Background: an optimization exercise with open tools, aiming at a short achievable clock period and few clock cycles per item. Do not read the settings as production practice.
RTL that was checked went through simulation tests only; none was proved equivalent to the original.

==> inputs of v24 <==
// hsid_main
module hsid_main (
  input  logic                    clk,
  input  logic                    reset,
  input  logic                    start,
  input  logic                    clear,               
  input  logic                    hsi_vctr_in_valid,
  input  hsid_pkg::word_t         hsi_vctr_in,         
  input  hsid_pkg::bands_t        hsi_bands_in,        
  input  hsid_pkg::lib_ref_t      library_size_in,     
  output logic                    ready,
  output logic                    idle,
  output logic                    done,
  output hsid_pkg::mse_extremes_t mse_extremes
);
  logic                take;
  logic                run_start;
  logic                run_done;
  logic                idle_int;
  logic                tag_meas, tag_first, tag_last, tag_final;
  hsid_pkg::bands_t    bands;
  hsid_pkg::word_idx_t last_idx;
  hsid_pkg::word_t     w_word;
  logic                w_valid;
  logic                w_meas, w_first, w_last, w_final;
  hsid_pkg::word_t     measure_word;
  logic                mse_valid;
  logic                mse_final;
  hsid_pkg::word_t     mse_value;
  hsid_main_fsm fsm (
    .clk(clk), .reset(reset), .start(start),
    .hsi_bands(hsi_bands_in), .library_size(library_size_in),
    .hsi_vctr_in_valid(hsi_vctr_in_valid), .run_done(run_done),
    .take(take), .run_start(run_start),
    .tag_meas(tag_meas), .tag_first(tag_first), .tag_last(tag_last), .tag_final(tag_final),
    .bands(bands), .last_idx(last_idx),
    .idle_int(idle_int), .ready(ready), .idle(idle), .done(done)
  );
  always_ff @(posedge clk) begin
    if (reset) w_valid <= 1'b0;
    else       w_valid <= take;
  end
  always_ff @(posedge clk) begin
    w_word  <= hsi_vctr_in;
    w_meas  <= tag_meas;
    w_first <= tag_first;
    w_last  <= tag_last;
    w_final <= tag_final;
  end
  hsid_fifo fifo_measure (
    .clk(clk), .idle(idle_int), .bands_in(hsi_bands_in), .take(take), .load(w_meas), .last_idx(last_idx),
  ...
==> module hsid_main_fsm, before the edit <==
module hsid_main_fsm (
  input  logic                 clk,
  input  logic                 reset,
  input  logic                 start,
  input  hsid_pkg::bands_t     hsi_bands,
  input  hsid_pkg::lib_ref_t   library_size,
  input  logic                 hsi_vctr_in_valid,
  input  logic                 run_done,        
  output logic                 take,            
  output logic                 run_start,       
  output logic                 tag_meas,        
  output logic                 tag_first,       
  output logic                 tag_last,        
  output logic                 tag_final,       
  output hsid_pkg::bands_t     bands,           
  output hsid_pkg::word_idx_t  last_idx,        
  output logic                 idle_int,        
  output logic                 ready,
  output logic                 idle,
  output logic                 done
);
  hsid_pkg::word_idx_t  wcnt;         
  hsid_pkg::lib_ref_t   vcnt;         
  hsid_pkg::lib_ref_t   lib_size;
  hsid_pkg::word_idx_t  wcnt_inc;
  hsid_pkg::lib_ref_t   vcnt_inc;
  logic                 wlast_inc;    
  logic                 vlast_inc;    
  logic                 single;       
  logic                 ready_int;    
  assign idle_int  = idle_q;
  assign run_start = idle_q && start;
  assign take      = hsi_vctr_in_valid && ready_int;
  assign last_idx  = hsid_pkg::word_idx_t'((bands - 8'd1) >> 1);
  assign single    = last_idx == '0;
  assign wcnt_inc  = wcnt + 1'b1;
  assign vcnt_inc  = vcnt + 1'b1;
  assign wlast_inc = wcnt_inc == last_idx;
  assign vlast_inc = vcnt_inc == lib_size;
  logic idle_q;
  always_ff @(posedge clk) begin
    if (reset) begin
      idle_q    <= 1'b1;
      ready_int <= 1'b0;
      idle      <= 1'b1;
      ready     <= 1'b0;
      done      <= 1'b0;
    end else begin
      done <= run_done;
      if (idle_q && start) begin
        idle_q    <= 1'b0;
        ready_int <= 1'b1;
      end
      if (hsi_vctr_in_valid && ready_int && tag_last && tag_final) ready_int <= 1'b0;  
      if (done) idle_q <= 1'b1;
      if (idle && start) begin
        idle  <= 1'b0;
        ready <= 1'b1;
      end
      if (hsi_vctr_in_valid && ready && tag_last && tag_final) ready <= 1'b0;
      if (done) idle <= 1'b1;
    end
  end
  always_ff @(posedge clk) begin
    if (idle_q) begin
      bands     <= hsi_bands;
      lib_size  <= library_size;
      wcnt      <= '0;
      vcnt      <= '0;
      tag_meas  <= 1'b1;
      tag_first <= 1'b1;
      tag_last  <= hsi_bands <= 8'd2;
      tag_final <= 1'b0;
    end else if (take) begin
      if (tag_last) begin
        wcnt      <= '0;
        vcnt      <= vcnt_inc;
        tag_meas  <= 1'b0;
        tag_first <= 1'b1;
        tag_last  <= single;
        tag_final <= vlast_inc;
      end else begin
        wcnt      <= wcnt_inc;
        tag_first <= 1'b0;
        tag_last  <= wlast_inc;
      end
    end
  end
endmodule
==> module hsid_mse_comp, before the edit <==
module hsid_mse_comp (
  input  logic                    clk,
  input  logic                    reset,
  input  logic                    clear,          
  input  logic                    idle,           
  input  logic                    mse_valid,
  input  logic                    mse_final,      
  input  hsid_pkg::word_t         mse_value,
  output hsid_pkg::mse_extremes_t extremes,
  output logic                    run_done        
);
  logic               first;                      
  hsid_pkg::lib_ref_t idx;                        
  assign run_done = mse_valid && mse_final;
  always_ff @(posedge clk) begin
    if (idle)           idx <= '0;
    else if (mse_valid) idx <= idx + 1'b1;
  end
  always_ff @(posedge clk) begin
    if (reset || clear) begin
      extremes <= '0;
      first    <= 1'b1;
    end else if (mse_valid) begin
      first <= 1'b0;
      if (first || mse_value < extremes.min.value) begin extremes.min.value <= mse_value; extremes.min.vctr_ref <= idx; end
      if (first || mse_value > extremes.max.value) begin extremes.max.value <= mse_value; extremes.max.vctr_ref <= idx; end
    end
  end
endmodule
export LEC_CHECK = 0
export CAP_MARGIN = 20
export CORE_MARGIN = 2
export CORE_UTILIZATION = 65
export CTS_CLUSTER_DIAMETER = 100
export CTS_CLUSTER_SIZE = 24
export PLACE_DENSITY = 0.75
export SLEW_MARGIN = 20
create_clock -name core_clock -period 13.5 [get_ports {clk}]
standard.sh (not shown) runs the stock make flow with config.mk's settings and CLKGATE_MAP_FILE= SYNTH_SCRIPT=/design/flow/synth_recipe.tcl, a recipe that flattens the netlist after the stock synthesis.
==> flow/flow/run.sh <==
#!/bin/bash
# The standard layout (standard synthesis, floorplan, place, CTS, route),
# with timing repair asked to leave 9.5 ns of setup slack at the design's
# 13.5 ns clock, so that it also sizes and buffers paths far shorter than the
# clock period. make's output goes to standard.log; each ORFS step keeps its
# own log under orfs/logs/.
set -euo pipefail
bash standard.sh SETUP_SLACK_MARGIN=9.5 finish > standard.log 2>&1
==> v21 (differences from v24) <==
--- a/flow/design.v
+++ b/flow/design.v
@@ -37,31 +37,28 @@
   output hsid_pkg::word_t     head         
 );
   localparam int NGRP = DEPTH / GROUP;
   hsid_pkg::word_t [DEPTH-1:0] mem;
   logic [DEPTH-1:0] tail;                  
   logic [NGRP-1:0]  used;                  
   logic [NGRP-1:0]  shift;                 
-  logic [DEPTH-1:0] put_new;               
-  logic [DEPTH-1:0] put_head;              
-  assign head     = mem[0];
-  assign put_new  = load ? tail : '0;
-  assign put_head = load ? '0 : tail;
+  hsid_pkg::word_t  tail_word;
+  assign head      = mem[0];
+  assign tail_word = load ? data_in : mem[0];
   always_ff @(posedge clk) begin
     for (int i = 0; i < DEPTH; i++) tail[i] <= int'(last_idx) == i;
     if (idle) for (int k = 0; k < NGRP; k++) used[k] <= int'(bands_in) > 2 * k * GROUP;
     shift <= take ? used : '0;
   end
   always_ff @(posedge clk) begin
     for (int k = 0; k < NGRP; k++) begin
       if (shift[k]) begin
         for (int j = 0; j < GROUP; j++) begin
-          if (put_new[k*GROUP+j])         mem[k*GROUP+j] <= data_in;
-          else if (put_head[k*GROUP+j] || k * GROUP + j == DEPTH - 1) mem[k*GROUP+j] <= mem[0];
-          else                            mem[k*GROUP+j] <= mem[k*GROUP+j+1];
+          if (k * GROUP + j == DEPTH - 1) mem[k*GROUP+j] <= tail_word;
+          else mem[k*GROUP+j] <= tail[k*GROUP+j] ? tail_word : mem[k*GROUP+j+1];
         end
       end
     end
   end
 endmodule
 `timescale 1ns/10ps
 module hsid_main_fsm (
@@ -76,63 +73,51 @@
   output logic                 run_start,       
   output logic                 tag_meas,        
   output logic                 tag_first,       
   output logic                 tag_last,        
   output logic                 tag_final,       
   output hsid_pkg::bands_t     bands,           
   output hsid_pkg::word_idx_t  last_idx,        
-  output logic                 idle_int,        
   output logic                 ready,
   output logic                 idle,
   output logic                 done
 );
   hsid_pkg::word_idx_t  wcnt;         
   hsid_pkg::lib_ref_t   vcnt;         
   hsid_pkg::lib_ref_t   lib_size;
   hsid_pkg::word_idx_t  wcnt_inc;
   hsid_pkg::lib_ref_t   vcnt_inc;
   logic                 wlast_inc;    
   logic                 vlast_inc;    
   logic                 single;       
-  logic                 ready_int;    
-  assign idle_int  = idle_q;
-  assign run_start = idle_q && start;
-  assign take      = hsi_vctr_in_valid && ready_int;
+  assign run_start = idle && start;
+  assign take      = hsi_vctr_in_valid && ready;
   assign last_idx  = hsid_pkg::word_idx_t'((bands - 8'd1) >> 1);
   assign single    = last_idx == '0;
   assign wcnt_inc  = wcnt + 1'b1;
   assign vcnt_inc  = vcnt + 1'b1;
   assign wlast_inc = wcnt_inc == last_idx;
   assign vlast_inc = vcnt_inc == lib_size;
-  logic idle_q;
   always_ff @(posedge clk) begin
     if (reset) begin
-      idle_q    <= 1'b1;
-      ready_int <= 1'b0;
-      idle      <= 1'b1;
-      ready     <= 1'b0;
-      done      <= 1'b0;
+      idle  <= 1'b1;
+      ready <= 1'b0;
+      done  <= 1'b0;
     end else begin
       done <= run_done;
-      if (idle_q && start) begin
-        idle_q    <= 1'b0;
-        ready_int <= 1'b1;
-      end
-      if (hsi_vctr_in_valid && ready_int && tag_last && tag_final) ready_int <= 1'b0;  
-      if (done) idle_q <= 1'b1;
-      if (idle && start) begin
+      if (run_start) begin
         idle  <= 1'b0;
         ready <= 1'b1;
       end
-      if (hsi_vctr_in_valid && ready && tag_last && tag_final) ready <= 1'b0;
+      if (take && tag_last && tag_final) ready <= 1'b0;  
       if (done) idle <= 1'b1;
     end
   end
   always_ff @(posedge clk) begin
-    if (idle_q) begin
+    if (idle) begin
       bands     <= hsi_bands;
       lib_size  <= library_size;
       wcnt      <= '0;
       vcnt      <= '0;
       tag_meas  <= 1'b1;
       tag_first <= 1'b1;
       tag_last  <= hsi_bands <= 8'd2;
@@ -166,15 +151,15 @@
   input  hsid_pkg::word_t   element_b,      
   output logic              mse_valid,
   output logic              mse_final,      
   output hsid_pkg::word_t   mse_value
 );
   localparam int SW    = hsid_pkg::SUM_WIDTH;
   localparam int QW    = hsid_pkg::WORD_WIDTH;        
-  localparam int NSTEP = QW / 4;                      
+  localparam int NSTEP = QW / 2;                      
   localparam int SPS   = hsid_pkg::DIV_STEPS;         
   localparam int NST   = (NSTEP + SPS - 1) / SPS;     
   hsid_pkg::sample_t a_lo, a_hi, b_lo, b_hi;
   logic              mask_hi;
   logic              s1_valid, s1_first, s1_last, s1_final;
   hsid_pkg::sample_t s1_dlo, s1_dhi;
   assign a_lo    = element_a[15:0];
@@ -199,25 +184,25 @@
     s2_first <= s1_first;
     s2_last  <= s1_last;
     s2_final <= s1_final;
   end
   logic              s3_valid, s3_first, s3_last, s3_final;
   logic [33:0]       s3_sq;
   always_ff @(posedge clk) begin
-    s3_sq    <= s2_valid ? 34'(s2_r0) + 34'(s2_r1) : '0;  
-    s3_first <= s2_valid && s2_first;
+    s3_sq    <= 34'(s2_r0) + 34'(s2_r1);
+    s3_first <= s2_first;
     s3_last  <= s2_last;
     s3_final <= s2_final;
   end
   hsid_pkg::sum_t acc, acc_next;
   logic           s4_valid, s4_final;
   hsid_pkg::sum_t s4_sum;
   assign acc_next = (s3_first ? '0 : acc) + SW'(s3_sq);
   always_ff @(posedge clk) begin
-    acc      <= acc_next;
+    if (s3_valid) acc <= acc_next;
     s4_sum   <= acc_next;
     s4_final <= s3_final;
   end
   always_ff @(posedge clk) begin
     if (reset) begin
       s1_valid <= 1'b0;
       s2_valid <= 1'b0;
@@ -226,51 +211,58 @@
     end else begin
       s1_valid <= in_valid;
       s2_valid <= s1_valid;
       s3_valid <= s2_valid;
       s4_valid <= s3_valid && s3_last;                
     end
   end
-  logic [11:0]   mulB [16];                           
-  logic [7:0]    rem  [NST+1];
-  logic [QW-1:0] quo  [NST+1];                        
-  logic          dv   [NST+1];
-  logic          dfin [NST+1];
-  always_ff @(posedge clk) begin
-    for (int j = 0; j < 16; j++) mulB[j] <= 12'(j) * 12'(bands);
-  end
+  logic [7:0]    dB  [NST+1];
+  logic [9:0]    dB3 [NST+1];
+  logic [7:0]    rem [NST+1];
+  logic [QW-1:0] quo [NST+1];                         
+  logic          dv  [NST+1];
+  logic          dfin[NST+1];
+  assign dB[0]  = bands;
+  assign dB3[0] = 10'(bands) + (10'(bands) << 1);
   assign rem[0]  = s4_sum[SW-1:QW];
   assign quo[0]  = s4_sum[QW-1:0];
   assign dv[0]   = s4_valid;
   assign dfin[0] = s4_final;
   for (genvar g = 0; g < NST; g++) begin : g_div
-    logic [11:0] t;
-    logic [12:0] d  [16];
-    logic [16:0] ge;                                  
-    logic [15:0] sel;                                 
-    logic [7:0]  r;
-    logic [3:0]  qd;
+    logic [7:0]    r;
+    logic [QW-1:0] q;
+    logic [10:0]   t, t1, t2, t3;
+    logic [9:0]    d1, d2, d3;
+    assign d1 = 10'(dB[g+1]);
+    assign d2 = 10'(dB[g+1]) << 1;
+    assign d3 = dB3[g+1];
+    always_ff @(posedge clk) begin
+      dB[g+1]  <= dB[g];
+      dB3[g+1] <= dB3[g];
+    end
     always_comb begin
-      t = {rem[g], quo[g][QW-1:QW-4]};
-      ge = '0;
-      for (int j = 0; j < 16; j++) begin
-        d[j]  = {1'b0, t} - {1'b0, mulB[j]};
-        ge[j] = !d[j][12];
-      end
-      for (int j = 0; j < 16; j++) sel[j] = ge[j] && !ge[j+1];
-      r  = '0;
-      qd = '0;
-      for (int j = 0; j < 16; j++) begin
-        r  = r  | (sel[j] ? d[j][7:0] : 8'd0);
-        qd = qd | (sel[j] ? 4'(j) : 4'd0);
+      r = rem[g];
+      q = quo[g];
+      for (int k = 0; k < SPS; k++) begin
+        if (g * SPS + k < NSTEP) begin
+          t  = {1'b0, r, q[QW-1:QW-2]};
+          t1 = t - {1'b0, d1};
+          t2 = t - {1'b0, d2};
+          t3 = t - {1'b0, d3};
+          q  = q << 2;
+          if (!t3[10])      begin r = t3[7:0]; q[1:0] = 2'd3; end
+          else if (!t2[10]) begin r = t2[7:0]; q[1:0] = 2'd2; end
+          else if (!t1[10]) begin r = t1[7:0]; q[1:0] = 2'd1; end
+          else              begin r = t[7:0];  q[1:0] = 2'd0; end
+        end
       end
     end
     always_ff @(posedge clk) begin
       rem[g+1]  <= r;
-      quo[g+1]  <= {quo[g][QW-5:0], qd};
+      quo[g+1]  <= q;
       dfin[g+1] <= dfin[g];
     end
     always_ff @(posedge clk) begin
       if (reset) dv[g+1] <= 1'b0;
       else       dv[g+1] <= dv[g];
     end
   end
@@ -1088,15 +1080,14 @@
   output logic                    idle,
   output logic                    done,
   output hsid_pkg::mse_extremes_t mse_extremes
 );
   logic                take;
   logic                run_start;
   logic                run_done;
-  logic                idle_int;
   logic                tag_meas, tag_first, tag_last, tag_final;
   hsid_pkg::bands_t    bands;
   hsid_pkg::word_idx_t last_idx;
   hsid_pkg::word_t     w_word;
   logic                w_valid;
   logic                w_meas, w_first, w_last, w_final;
   hsid_pkg::word_t     measure_word;
@@ -1106,36 +1097,36 @@
   hsid_main_fsm fsm (
     .clk(clk), .reset(reset), .start(start),
     .hsi_bands(hsi_bands_in), .library_size(library_size_in),
     .hsi_vctr_in_valid(hsi_vctr_in_valid), .run_done(run_done),
     .take(take), .run_start(run_start),
     .tag_meas(tag_meas), .tag_first(tag_first), .tag_last(tag_last), .tag_final(tag_final),
     .bands(bands), .last_idx(last_idx),
-    .idle_int(idle_int), .ready(ready), .idle(idle), .done(done)
+    .ready(ready), .idle(idle), .done(done)
   );
   always_ff @(posedge clk) begin
     if (reset) w_valid <= 1'b0;
     else       w_valid <= take;
   end
   always_ff @(posedge clk) begin
     w_word  <= hsi_vctr_in;
     w_meas  <= tag_meas;
     w_first <= tag_first;
     w_last  <= tag_last;
     w_final <= tag_final;
   end
   hsid_fifo fifo_measure (
-    .clk(clk), .idle(idle_int), .bands_in(hsi_bands_in), .take(take), .load(w_meas), .last_idx(last_idx),
+    .clk(clk), .idle(idle), .bands_in(hsi_bands_in), .take(take), .load(w_meas), .last_idx(last_idx),
     .data_in(w_word), .head(measure_word)
   );
   hsid_mse mse_unit (
     .clk(clk), .reset(reset),
     .in_valid(w_valid && !w_meas), .in_first(w_first), .in_last(w_last), .in_final(w_final),
     .bands(bands), .element_a(measure_word), .element_b(w_word),
     .mse_valid(mse_valid), .mse_final(mse_final), .mse_value(mse_value)
   );
   hsid_mse_comp mse_comp (
-    .clk(clk), .reset(reset), .clear(clear), .idle(idle_int),
+    .clk(clk), .reset(reset), .clear(clear), .idle(idle),
     .mse_valid(mse_valid), .mse_final(mse_final), .mse_value(mse_value),
     .extremes(mse_extremes), .run_done(run_done)
   );
 endmodule
- CORE_UTILIZATION: 65 -> 40
- CTS_CLUSTER_DIAMETER: 100 -> not set
- CTS_CLUSTER_SIZE: 24 -> not set
- PLACE_DENSITY: 0.75 -> not set
==> v9 (differences from v24) <==
--- a/flow/design.v
+++ b/flow/design.v
@@ -27,31 +27,31 @@
   parameter int DEPTH = hsid_pkg::ELEMENTS_MAX,  
   parameter int GROUP = 4                        
 ) (
   input  logic                clk,
   input  logic                idle,        
   input  hsid_pkg::bands_t    bands_in,    
   input  logic                take,        
-  input  logic                load,        
-  input  hsid_pkg::word_idx_t last_idx,    
+  input  logic                load_next,   
   input  hsid_pkg::word_t     data_in,     
   output hsid_pkg::word_t     head         
 );
   localparam int NGRP = DEPTH / GROUP;
   hsid_pkg::word_t [DEPTH-1:0] mem;
   logic [DEPTH-1:0] tail;                  
   logic [NGRP-1:0]  used;                  
   logic [NGRP-1:0]  shift;                 
   logic [DEPTH-1:0] put_new;               
   logic [DEPTH-1:0] put_head;              
   assign head     = mem[0];
-  assign put_new  = load ? tail : '0;
-  assign put_head = load ? '0 : tail;
+  assign put_head = put_new ? '0 : tail;
+  always_ff @(posedge clk) put_new <= load_next ? tail : '0;
   always_ff @(posedge clk) begin
-    for (int i = 0; i < DEPTH; i++) tail[i] <= int'(last_idx) == i;
+    if (idle) for (int i = 0; i < DEPTH; i++)
+      tail[i] <= bands_in[0] ? int'(bands_in[7:1]) == i : int'(bands_in[7:1]) == i + 1;
     if (idle) for (int k = 0; k < NGRP; k++) used[k] <= int'(bands_in) > 2 * k * GROUP;
     shift <= take ? used : '0;
   end
   always_ff @(posedge clk) begin
     for (int k = 0; k < NGRP; k++) begin
       if (shift[k]) begin
         for (int j = 0; j < GROUP; j++) begin
@@ -93,47 +93,56 @@
   logic                 wlast_inc;    
   logic                 vlast_inc;    
   logic                 single;       
   logic                 ready_int;    
   assign idle_int  = idle_q;
   assign run_start = idle_q && start;
   assign take      = hsi_vctr_in_valid && ready_int;
-  assign last_idx  = hsid_pkg::word_idx_t'((bands - 8'd1) >> 1);
   assign single    = last_idx == '0;
   assign wcnt_inc  = wcnt + 1'b1;
   assign vcnt_inc  = vcnt + 1'b1;
   assign wlast_inc = wcnt_inc == last_idx;
   assign vlast_inc = vcnt_inc == lib_size;
   logic idle_q;
+  logic done_int;
+  logic ready_next;
+  logic idle_next;
+  assign ready_next = (idle_q && start) ||
+                      (ready_int && !(hsi_vctr_in_valid && tag_last && tag_final));  
+  assign idle_next  = done_int || (idle_q && !start);
   always_ff @(posedge clk) begin
     if (reset) begin
       idle_q    <= 1'b1;
       ready_int <= 1'b0;
-      idle      <= 1'b1;
-      ready     <= 1'b0;
-      done      <= 1'b0;
+      done_int  <= 1'b0;
     end else begin
-      done <= run_done;
+      done_int <= run_done;
       if (idle_q && start) begin
         idle_q    <= 1'b0;
         ready_int <= 1'b1;
       end
-      if (hsi_vctr_in_valid && ready_int && tag_last && tag_final) ready_int <= 1'b0;  
-      if (done) idle_q <= 1'b1;
-      if (idle && start) begin
-        idle  <= 1'b0;
-        ready <= 1'b1;
-      end
-      if (hsi_vctr_in_valid && ready && tag_last && tag_final) ready <= 1'b0;
-      if (done) idle <= 1'b1;
+      if (hsi_vctr_in_valid && ready_int && tag_last && tag_final) ready_int <= 1'b0;
+      if (done_int) idle_q <= 1'b1;
+    end
+  end
+  always_ff @(posedge clk) begin
+    if (reset) begin
+      idle  <= 1'b1;
+      ready <= 1'b0;
+      done  <= 1'b0;
+    end else begin
+      idle  <= idle_next;
+      ready <= ready_next;
+      done  <= run_done && !idle_q;                        
     end
   end
   always_ff @(posedge clk) begin
     if (idle_q) begin
       bands     <= hsi_bands;
+      last_idx  <= hsid_pkg::word_idx_t'((hsi_bands - 8'd1) >> 1);
       lib_size  <= library_size;
       wcnt      <= '0;
       vcnt      <= '0;
       tag_meas  <= 1'b1;
       tag_first <= 1'b1;
       tag_last  <= hsi_bands <= 8'd2;
       tag_final <= 1'b0;
@@ -226,21 +235,21 @@
     end else begin
       s1_valid <= in_valid;
       s2_valid <= s1_valid;
       s3_valid <= s2_valid;
       s4_valid <= s3_valid && s3_last;                
     end
   end
-  logic [11:0]   mulB [16];                           
+  logic [12:0]   nmulB [16];                          
   logic [7:0]    rem  [NST+1];
   logic [QW-1:0] quo  [NST+1];                        
   logic          dv   [NST+1];
   logic          dfin [NST+1];
   always_ff @(posedge clk) begin
-    for (int j = 0; j < 16; j++) mulB[j] <= 12'(j) * 12'(bands);
+    for (int j = 0; j < 16; j++) nmulB[j] <= 13'd0 - 13'(j) * 13'(bands);
   end
   assign rem[0]  = s4_sum[SW-1:QW];
   assign quo[0]  = s4_sum[QW-1:0];
   assign dv[0]   = s4_valid;
   assign dfin[0] = s4_final;
   for (genvar g = 0; g < NST; g++) begin : g_div
     logic [11:0] t;
@@ -249,15 +258,15 @@
     logic [15:0] sel;                                 
     logic [7:0]  r;
     logic [3:0]  qd;
     always_comb begin
       t = {rem[g], quo[g][QW-1:QW-4]};
       ge = '0;
       for (int j = 0; j < 16; j++) begin
-        d[j]  = {1'b0, t} - {1'b0, mulB[j]};
+        d[j]  = {1'b0, t} + nmulB[j];
         ge[j] = !d[j][12];
       end
       for (int j = 0; j < 16; j++) sel[j] = ge[j] && !ge[j+1];
       r  = '0;
       qd = '0;
       for (int j = 0; j < 16; j++) begin
         r  = r  | (sel[j] ? d[j][7:0] : 8'd0);
@@ -1059,22 +1068,35 @@
   logic               first;                      
   hsid_pkg::lib_ref_t idx;                        
   assign run_done = mse_valid && mse_final;
   always_ff @(posedge clk) begin
     if (idle)           idx <= '0;
     else if (mse_valid) idx <= idx + 1'b1;
   end
+  hsid_pkg::word_t min_v, max_v;
+  logic            upd_min, upd_max;
+  assign upd_min = mse_valid && (first || mse_value < min_v);
+  assign upd_max = mse_valid && (first || mse_value > max_v);
+  always_ff @(posedge clk) begin
+    if (reset || clear) begin
+      first <= 1'b1;
+      min_v <= '0;
+      max_v <= '0;
+    end else begin
+      if (mse_valid) first <= 1'b0;
+      if (upd_min) min_v <= mse_value;
+      if (upd_max) max_v <= mse_value;
+    end
+  end
   always_ff @(posedge clk) begin
     if (reset || clear) begin
       extremes <= '0;
-      first    <= 1'b1;
-    end else if (mse_valid) begin
-      first <= 1'b0;
-      if (first || mse_value < extremes.min.value) begin extremes.min.value <= mse_value; extremes.min.vctr_ref <= idx; end
-      if (first || mse_value > extremes.max.value) begin extremes.max.value <= mse_value; extremes.max.vctr_ref <= idx; end
+    end else begin
+      if (upd_min) begin extremes.min.value <= mse_value; extremes.min.vctr_ref <= idx; end
+      if (upd_max) begin extremes.max.value <= mse_value; extremes.max.vctr_ref <= idx; end
     end
   end
 endmodule
 `timescale 1ns/10ps
 module hsid_main (
   input  logic                    clk,
   input  logic                    reset,
@@ -1120,15 +1142,15 @@
     w_word  <= hsi_vctr_in;
     w_meas  <= tag_meas;
     w_first <= tag_first;
     w_last  <= tag_last;
     w_final <= tag_final;
   end
   hsid_fifo fifo_measure (
-    .clk(clk), .idle(idle_int), .bands_in(hsi_bands_in), .take(take), .load(w_meas), .last_idx(last_idx),
+    .clk(clk), .idle(idle_int), .bands_in(hsi_bands_in), .take(take), .load_next(tag_meas),
     .data_in(w_word), .head(measure_word)
   );
   hsid_mse mse_unit (
     .clk(clk), .reset(reset),
     .in_valid(w_valid && !w_meas), .in_first(w_first), .in_last(w_last), .in_final(w_final),
     .bands(bands), .element_a(measure_word), .element_b(w_word),
     .mse_valid(mse_valid), .mse_final(mse_final), .mse_value(mse_value)
==> v31 (differences from v24) <==
--- a/flow/design.v
+++ b/flow/design.v
@@ -100,35 +100,38 @@
   assign last_idx  = hsid_pkg::word_idx_t'((bands - 8'd1) >> 1);
   assign single    = last_idx == '0;
   assign wcnt_inc  = wcnt + 1'b1;
   assign vcnt_inc  = vcnt + 1'b1;
   assign wlast_inc = wcnt_inc == last_idx;
   assign vlast_inc = vcnt_inc == lib_size;
   logic idle_q;
+  logic done_int;
   always_ff @(posedge clk) begin
     if (reset) begin
       idle_q    <= 1'b1;
       ready_int <= 1'b0;
       idle      <= 1'b1;
       ready     <= 1'b0;
       done      <= 1'b0;
+      done_int  <= 1'b0;
     end else begin
-      done <= run_done;
+      done_int <= run_done;
+      done     <= run_done && !idle_q;                    
       if (idle_q && start) begin
         idle_q    <= 1'b0;
         ready_int <= 1'b1;
       end
       if (hsi_vctr_in_valid && ready_int && tag_last && tag_final) ready_int <= 1'b0;  
-      if (done) idle_q <= 1'b1;
+      if (done_int) idle_q <= 1'b1;
       if (idle && start) begin
         idle  <= 1'b0;
         ready <= 1'b1;
       end
       if (hsi_vctr_in_valid && ready && tag_last && tag_final) ready <= 1'b0;
-      if (done) idle <= 1'b1;
+      if (done_int) idle <= 1'b1;
     end
   end
   always_ff @(posedge clk) begin
     if (idle_q) begin
       bands     <= hsi_bands;
       lib_size  <= library_size;
       wcnt      <= '0;
@@ -1059,22 +1062,35 @@
   logic               first;                      
   hsid_pkg::lib_ref_t idx;                        
   assign run_done = mse_valid && mse_final;
   always_ff @(posedge clk) begin
     if (idle)           idx <= '0;
     else if (mse_valid) idx <= idx + 1'b1;
   end
+  hsid_pkg::word_t min_v, max_v;
+  logic            upd_min, upd_max;
+  assign upd_min = mse_valid && (first || mse_value < min_v);
+  assign upd_max = mse_valid && (first || mse_value > max_v);
+  always_ff @(posedge clk) begin
+    if (reset || clear) begin
+      first <= 1'b1;
+      min_v <= '0;
+      max_v <= '0;
+    end else begin
+      if (mse_valid) first <= 1'b0;
+      if (upd_min) min_v <= mse_value;
+      if (upd_max) max_v <= mse_value;
+    end
+  end
   always_ff @(posedge clk) begin
     if (reset || clear) begin
       extremes <= '0;
-      first    <= 1'b1;
-    end else if (mse_valid) begin
-      first <= 1'b0;
-      if (first || mse_value < extremes.min.value) begin extremes.min.value <= mse_value; extremes.min.vctr_ref <= idx; end
-      if (first || mse_value > extremes.max.value) begin extremes.max.value <= mse_value; extremes.max.vctr_ref <= idx; end
+    end else begin
+      if (upd_min) begin extremes.min.value <= mse_value; extremes.min.vctr_ref <= idx; end
+      if (upd_max) begin extremes.max.value <= mse_value; extremes.max.vctr_ref <= idx; end
     end
   end
 endmodule
 `timescale 1ns/10ps
 module hsid_main (
   input  logic                    clk,
   input  logic                    reset,
- CORE_UTILIZATION: 65 -> 72
- CTS_CLUSTER_DIAMETER: 100 -> 80
- PLACE_DENSITY: 0.75 -> 0.82
==> flow_summary.json <==
{
  "status": "complete, no violations",
  "cts_setup_buffers": 70,
  "switchingPower_mw": 13.4,
  "cts.sinks": 5628,
  "final_area_sq_um": 261000,
  "row_count": 280,
  "fin_hold_ws_ns": 0.305
}
# the run above: v21

==> flow_summary.json <==
{
  "cts.sinks": 5202,
  "cts_setup_buffers": 131,
  "fin_hold_ws_ns": 0.322,
  "status": "complete, no violations"
}
# the run above: v9

==> flow_summary.json <==
{
  "switchingPower_mw": 14.7,
  "fin_hold_ws_ns": 0.312,
  "final_area_sq_um": 258000,
  "status": "complete, no violations"
}
# the run above: v24

==> flow_summary.json <==
{
  "arrival_ns": 1.48,
  "switchingPower_mw": 15.0,
  "row_count": 213,
  "status": "complete, no violations",
  "post_drt_via_cell_ratio": 6.72,
  "cts_setup_buffers": 75,
  "fin_hold_ws_ns": 0.311,
  "cts.sinks": 5055
}
# the run above: v31

Testbench counts of v21, summed over its fixed seeds: cycles 248,158, items 3,445.
Testbench counts of v9, summed over its fixed seeds: cycles 246,238, items 3,445.
Function not checked in v24 and v31: the RTL went through the layout flow alone.

-- what the ideal ports hide --
In the flow no input, the clock included, has a driving cell. The finished layouts below were timed again as built, in two steps.
Step 1: set_driving_cell puts a clkbuf_16 on clk and a buf_2 on each other input, an assumption about the parent block.
Step 2 adds t to the input delays and takes it off the output delays; t is the mean of the earliest and latest rising clock arrival at the registers after step 1. Input paths then give back, and output paths get back, about the clock's delay inside the block.
Slacks: no drivers / after step 1 / after step 2; pairs: no drivers / after step 1.
run	shift t [ns]	setup slack, ns	worst setup path at the end	latest minus earliest clock arrival (ns)
v24	1.075	9.293 / 9.174 / 8.617	input to register	0.122 / 0.122
v21	1.173	9.119 / 8.992 / 8.729	input to register	0.124 / 0.124
v9	1.202	9.147 / 9.116 / 8.393	input to register	0.128 / 0.128
v31	1.099	9.325 / 9.198 / 8.675	input to register	0.082 / 0.083
After both steps every run listed still meets setup and hold. For v9, which loses most, drivers alone change the setup slack by -0.031 ns; drivers and shift together by -0.754 ns.
